From an optimization exercise on the open Yosys and OpenROAD flow, aimed at small area; shortcuts taken in it are not production practice. Only simulation tests tie the RTL to the original design; equivalence was not proved. The flow treats the clock pin as an ideal source. Dropping or thinning the clock tree relies on that and would not hold on a real chip. No activity file was given, so power comes from the tool's default toggle rates.

== before ==
Design uartBridgeTop, start of the top module:
module uartBridgeTop (
    input  logic sys_clk,
    input  logic arstN,
    input  logic uartRxLine,
    output logic uartTxLine,
    output logic cmdError
);
For scale: about 2400 cells after synthesis, roughly 2100 flip-flops, roughly 5 I/O pins, ~45000 µm² of cells after synthesis.
==> module uartBridgeTop, before the edit <==
module uartBridgeTop (
    input  logic sys_clk,
    input  logic arstN,
    input  logic uartRxLine,
    output logic uartTxLine,
    output logic cmdError
);
    localparam logic [7:0] CMD_CLEAR = 8'h2F;
    localparam logic [1:0] RX_IDLE  = 2'd0;
    localparam logic [1:0] RX_START = 2'd1;
    localparam logic [1:0] RX_DATA  = 2'd2;
    localparam logic [1:0] RX_STOP  = 2'd3;
    logic [1:0] syncReg;
    logic       rxSync;
    logic [1:0] rxState;
    logic [3:0] rxCnt;
    logic [2:0] rxBit;          
    logic       rxStrobe;       
    logic [7:0] rxByte;
    logic       rxRead;
    assign rxSync   = syncReg[1];
    assign rxRead   = (rxState == RX_DATA) && (rxCnt == 4'd0);
    assign rxStrobe = (rxState == RX_IDLE) && (rxCnt == 4'd0);
    always_ff @(posedge sys_clk or negedge arstN) begin
        if (!arstN) begin
            syncReg  <= 2'b11;
            rxState  <= RX_IDLE;
            rxCnt    <= 4'd9;
            rxBit    <= '0;
        end else begin
            syncReg  <= {syncReg[0], uartRxLine};
            rxCnt    <= (rxState == RX_IDLE) ? 4'd9 : rxCnt + 4'd1;
            if (rxRead)
                rxBit <= rxBit + 3'd1;
            case (rxState)
                RX_IDLE:  if (!rxSync) rxState <= RX_START;
                RX_START: if (rxCnt == 4'd0) rxState <= rxSync ? RX_IDLE : RX_DATA;
                RX_DATA:  if (rxRead && rxBit == 3'd7) rxState <= RX_STOP;
                default:  if (rxCnt == 4'd15) rxState <= RX_IDLE;
            endcase
        end
    end
    always_ff @(posedge sys_clk) begin
        if (rxRead)
            rxByte <= {rxSync, rxByte[7:1]};
    end
    logic [2:0]  byteCnt;
    logic        isW;           
    logic        isClear, isOpcode, lastByte;
    logic        rdDone;            
    logic        wrReady;           
    logic [6:0]  idx;               
    logic        wrHit;
    assign isClear  = (rxByte == CMD_CLEAR);
    assign isOpcode = (rxByte == 8'h52) || (rxByte == 8'h57);
    assign lastByte = (byteCnt == (isW ? 3'd5 : 3'd3));
    assign rdDone   = rxStrobe && !isClear && !isW && (byteCnt == 3'd3);
    always_ff @(posedge sys_clk or negedge arstN) begin
        if (!arstN) begin
            byteCnt  <= '0;
            cmdError <= 1'b0;
            isW      <= 1'b0;
        end else begin
            cmdError <= 1'b0;
            if (rxStrobe) begin
                if (isClear) begin
                    byteCnt <= '0;
                    isW     <= 1'b0;        
                end else if (byteCnt == 3'd0) begin
                    if (isOpcode) begin
                        byteCnt <= 3'd1;
                        isW     <= rxByte[0];
                    end else
                        cmdError <= 1'b1;
                end else if (lastByte) begin
                    byteCnt <= '0;
                end else begin
                    byteCnt <= byteCnt + 3'd1;
                end
            end
        end
    end
    always_ff @(posedge sys_clk) begin
        if (rxRead && rxBit == 3'd6 && byteCnt == 3'd3)
            idx <= {rxSync, rxByte[7:2]};
    end
    logic [15:0] ring [128];
    logic [6:0]  rot;
    logic        clr;           
    logic [15:0] txWord;
    always_ff @(posedge sys_clk or negedge arstN) begin
        if (!arstN) begin
            rot <= '0;
            clr <= 1'b1;
        end else begin
            rot <= rot - 7'd1;
            if (rot == 7'd1)
                clr <= 1'b0;
        end
    end
    logic e5, e6, e7;
    logic [1:0] tap4;
    assign e5   = (idx[4:0] == rot[4:0]);
    assign e6   = e5 && (idx[5] == rot[5]);
    assign e7   = e6 && (idx[6] == rot[6]);
    assign tap4 = idx[6:5] - rot[6:5];
    assign wrReady = isW && (byteCnt == 3'd0);
    assign wrHit   = wrReady && e7;
    always_ff @(posedge sys_clk) begin
        ring[0] <= clr ? 16'h0000 : ring[127];
        ring[1] <= wrHit ? txWord : ring[0];
        for (int p = 2; p < 128; p++)
            ring[p] <= ring[p-1];
    end
    always_ff @(posedge sys_clk) begin
        if (isW) begin
            if (rxStrobe && byteCnt == 3'd4)
                txWord[15:8] <= rxByte;
            if (rxStrobe && byteCnt == 3'd5)
                txWord[7:0] <= rxByte;
        end else begin
            if (e5)
                txWord[0] <= ring[{tap4, 5'd0}][0];
            if (e5 && !tap4[0])
                txWord[4:1] <= ring[{tap4[1], 6'd0}][4:1];
            if (e7)
                txWord[15:5] <= ring[0][15:5];
        end
    end
    localparam logic [1:0] TX_IDLE  = 2'd0;
    localparam logic [1:0] TX_START = 2'd1;
    localparam logic [1:0] TX_DATA  = 2'd2;
    localparam logic [1:0] TX_STOP  = 2'd3;
    logic [1:0] txState;
    logic [3:0] txCnt;
    logic [3:0] txPos;
    logic       bitEnd;
    assign bitEnd = (txCnt == 4'd15);
    always_ff @(posedge sys_clk)
        txCnt <= (txState == TX_IDLE) ? 4'd14 : txCnt + 4'd1;
    always_ff @(posedge sys_clk or negedge arstN) begin
        if (!arstN) begin
            txState    <= TX_IDLE;
            txPos      <= '0;
            uartTxLine <= 1'b1;
        end else begin
            case (txState)
                TX_IDLE: begin
                    if (rdDone)
                        txState <= TX_START;
                end
                TX_START: begin
                    if (bitEnd && uartTxLine)
                        uartTxLine <= 1'b0;
                    else if (bitEnd) begin
                        txState    <= TX_DATA;
                        txPos      <= txPos + 4'd1;
                        uartTxLine <= txWord[txPos];
                    end
                end
                TX_DATA: begin
                    if (bitEnd) begin
                        if (txPos[2:0] == 3'd0) begin
                            txState    <= TX_STOP;
                            uartTxLine <= 1'b1;
                        end else begin
                            txPos      <= txPos + 4'd1;
                            uartTxLine <= txWord[txPos];
                        end
                    end
                end
                default: begin
                    if (bitEnd) begin
                        if (!txPos[3])
                            txState <= TX_IDLE;
                        else begin
                            txState    <= TX_START;
                            uartTxLine <= 1'b0;
                        end
                    end
                end
            endcase
        end
    end
endmodule
Settings: LEC_CHECK=0, CAP_MARGIN=20, CORE_MARGIN=2, CORE_UTILIZATION=60, PLACE_DENSITY=0.75, SLEW_MARGIN=20, CTS_ARGS=-sink_clustering_enable -repair_clock_nets -sink_clustering_size 20 -sink_clustering_max_diameter 35 -buf_list sky130_fd_sc_hd__clkbuf_8 -root_buf sky130_fd_sc_hd__clkbuf_16 -tree_buf sky130_fd_sc_hd__clkbuf_8 -sink_clustering_buffer sky130_fd_sc_hd__clkbuf_8 -dont_use_dummy_load, POST_CTS_TCL=/design/flow/flow/regroup_inv.tcl, LEAF_CAP=40, LEAF_HP=120, LEAF_INV=sky130_fd_sc_hd__inv_16, MID_INV=sky130_fd_sc_hd__inv_12, MID_N=8; clock period 10.0 ns.
standard.sh (not shown) runs the stock make flow with config.mk's settings and CLKGATE_MAP_FILE= SYNTH_SCRIPT=/design/flow/synth_recipe.tcl, a recipe that flattens the netlist after the stock synthesis.
==> flow/flow/run.sh <==
#!/bin/bash
# The standard layout (standard.sh: the standard synthesis through to the final layout),
# with two changes to the clock tree, both inside ORFS's CTS step:
#  - CTS adds no dummy balancing loads (-dont_use_dummy_load), with the buffers and sink
#    clustering given in flow/cts.env;
#  - a POST_CTS_TCL hook (flow/regroup_inv.tcl) regroups the registers' clock pins into
#    compact groups of up to LEAF_CAP, each driven by one inverter, fed by MID_N inverters
#    below CTS's root buffer, so every register still sees the clock's own polarity.
# ORFS writes each step's full log under orfs/logs; make's output goes to flow_make.log.
set -euo pipefail
source flow/cts.env
cat >> config.mk <<EOC
export CTS_ARGS = -sink_clustering_enable -repair_clock_nets -sink_clustering_size $CTS_SIZE -sink_clustering_max_diameter $CTS_DIAM -buf_list $CTS_BUF $CTS_EXTRA -dont_use_dummy_load
export POST_CTS_TCL = $PWD/flow/regroup_inv.tcl
export LEAF_CAP = $LEAF_CAP
export LEAF_HP = $LEAF_HP
export LEAF_INV = $LEAF_INV
export MID_INV = $MID_INV
export MID_N = $MID_N
EOC
bash standard.sh > flow_make.log 2>&1
Other scripts of this flow, unchanged in this note and not shown: flow/flow/cts.env, flow/flow/regroup_inv.tcl
before reached the final stage; the timing, DRC and antenna checks on its layout passed.
What after does differently from before at the input level:
-- flow/design.v --
<<< before, line 38
    logic [2:0] rxBit;          
    logic       rxStrobe;       
    logic [7:0] rxByte;
    logic       rxRead;
    assign rxSync   = syncReg[1];
    assign rxRead   = (rxState == RX_DATA) && (rxCnt == 4'd0);
>>> after, line 38
    logic [2:0] rxBit;          
    logic       rxStrobe;       
    logic       rxRead;
    logic       mClr, mRd, mWr;     
    assign rxSync   = syncReg[1];
    assign rxRead   = (rxState == RX_DATA) && (rxCnt == 4'd0);
<<< before, line 62
        end
    end
    always_ff @(posedge sys_clk) begin
        if (rxRead)
            rxByte <= {rxSync, rxByte[7:1]};
    end
    logic [2:0]  byteCnt;
>>> after, line 62
        end
    end
    localparam logic [7:0] CMD_READ  = 8'h52;
    localparam logic [7:0] CMD_WRITE = 8'h57;
    always_ff @(posedge sys_clk) begin
        if (rxRead) begin
            mClr <= ((rxBit == 3'd0) || mClr) && (rxSync == CMD_CLEAR[rxBit]);
            mRd  <= ((rxBit == 3'd0) || mRd)  && (rxSync == CMD_READ[rxBit]);
            mWr  <= ((rxBit == 3'd0) || mWr)  && (rxSync == CMD_WRITE[rxBit]);
        end
    end
    logic [2:0]  byteCnt;
<<< before, line 73
    logic [6:0]  idx;               
    logic        wrHit;
    assign isClear  = (rxByte == CMD_CLEAR);
    assign isOpcode = (rxByte == 8'h52) || (rxByte == 8'h57);
    assign lastByte = (byteCnt == (isW ? 3'd5 : 3'd3));
    assign rdDone   = rxStrobe && !isClear && !isW && (byteCnt == 3'd3);
>>> after, line 78
    logic [6:0]  idx;               
    logic        wrHit;
    assign isClear  = mClr;
    assign isOpcode = mRd || mWr;
    assign lastByte = (byteCnt == (isW ? 3'd5 : 3'd3));
    assign rdDone   = rxStrobe && !isClear && !isW && (byteCnt == 3'd3);
<<< before, line 91
                    if (isOpcode) begin
                        byteCnt <= 3'd1;
                        isW     <= rxByte[0];
                    end else
                        cmdError <= 1'b1;
>>> after, line 96
                    if (isOpcode) begin
                        byteCnt <= 3'd1;
                        isW     <= mWr;
                    end else
                        cmdError <= 1'b1;
<<< before, line 103
    end
    always_ff @(posedge sys_clk) begin
        if (rxRead && rxBit == 3'd6 && byteCnt == 3'd3)
            idx <= {rxSync, rxByte[7:2]};
    end
    logic [15:0] ring [128];
>>> after, line 108
    end
    always_ff @(posedge sys_clk) begin
        if (rxRead && rxBit != 3'd7 && byteCnt == 3'd3)
            idx <= {rxSync, idx[6:1]};
    end
    logic [15:0] ring [128];
<<< before, line 130
    always_ff @(posedge sys_clk) begin
        ring[0] <= clr ? 16'h0000 : ring[127];
        ring[1] <= wrHit ? txWord : ring[0];
        for (int p = 2; p < 128; p++)
            ring[p] <= ring[p-1];
>>> after, line 135
    always_ff @(posedge sys_clk) begin
        ring[0] <= clr ? 16'h0000 : ring[127];
        ring[1] <= wrHit ? {txWord[7:0], txWord[15:8]} : ring[0];
        for (int p = 2; p < 128; p++)
            ring[p] <= ring[p-1];
<<< before, line 136
    always_ff @(posedge sys_clk) begin
        if (isW) begin
            if (rxStrobe && byteCnt == 3'd4)
                txWord[15:8] <= rxByte;
            if (rxStrobe && byteCnt == 3'd5)
                txWord[7:0] <= rxByte;
        end else begin
            if (e5)
>>> after, line 141
    always_ff @(posedge sys_clk) begin
        if (isW) begin
            if (rxRead && (byteCnt == 3'd4 || byteCnt == 3'd5))
                txWord <= {rxSync, txWord[15:1]};
        end else begin
            if (e5)
### Flow results
Taking before as the reference, in after register share of total power neither gained nor lost much, detailed-route wire length on metal 1 lost 1300 µm. Per the comparison of after with before, detailed-route wire length fell by 7.7%; multi-input logic area rose by 120 µm²; routed length on met2 fell by about 11%. Non-clock inverter instance count of the final layout, before and after: lower on after. after ended up with a lower clock power than before did.
In every run of this note, the design's own scripts or RTL, not TritonCTS, make the clock network.

-- separate check: timing with driven ports --
The results above use ideal ports. As a check the final layouts listed here were re-extracted and re-timed, cells and wires unchanged.
Step 1 (the two cells are an assumption about what drives the block):
set clk [get_ports {sys_clk}]
set_driving_cell -lib_cell sky130_fd_sc_hd__clkbuf_16 $clk
set_driving_cell -lib_cell sky130_fd_sc_hd__buf_2 [delete_from_list [all_inputs] $clk]
Step 2 also shifts input and output timing later by t, the mid clock arrival at the registers, as if the neighbouring blocks saw the same clock.
a / b / c = no drivers / after step 1 / after step 2; a / b = the first two.
| run | shift t [ns] | slack for setup (ns) | worst setup path at the end | slew at the worst register clock pin (ns) |
|---|---|---|---|---|
| before | 0.694 | 6.173 / 6.113 / 6.807 | register to output | 0.12 / 0.12 |
| after | 0.705 | 6.289 / 6.229 / 6.934 | register to output | 0.12 / 0.12 |
After both steps setup and hold are still met in every run listed.
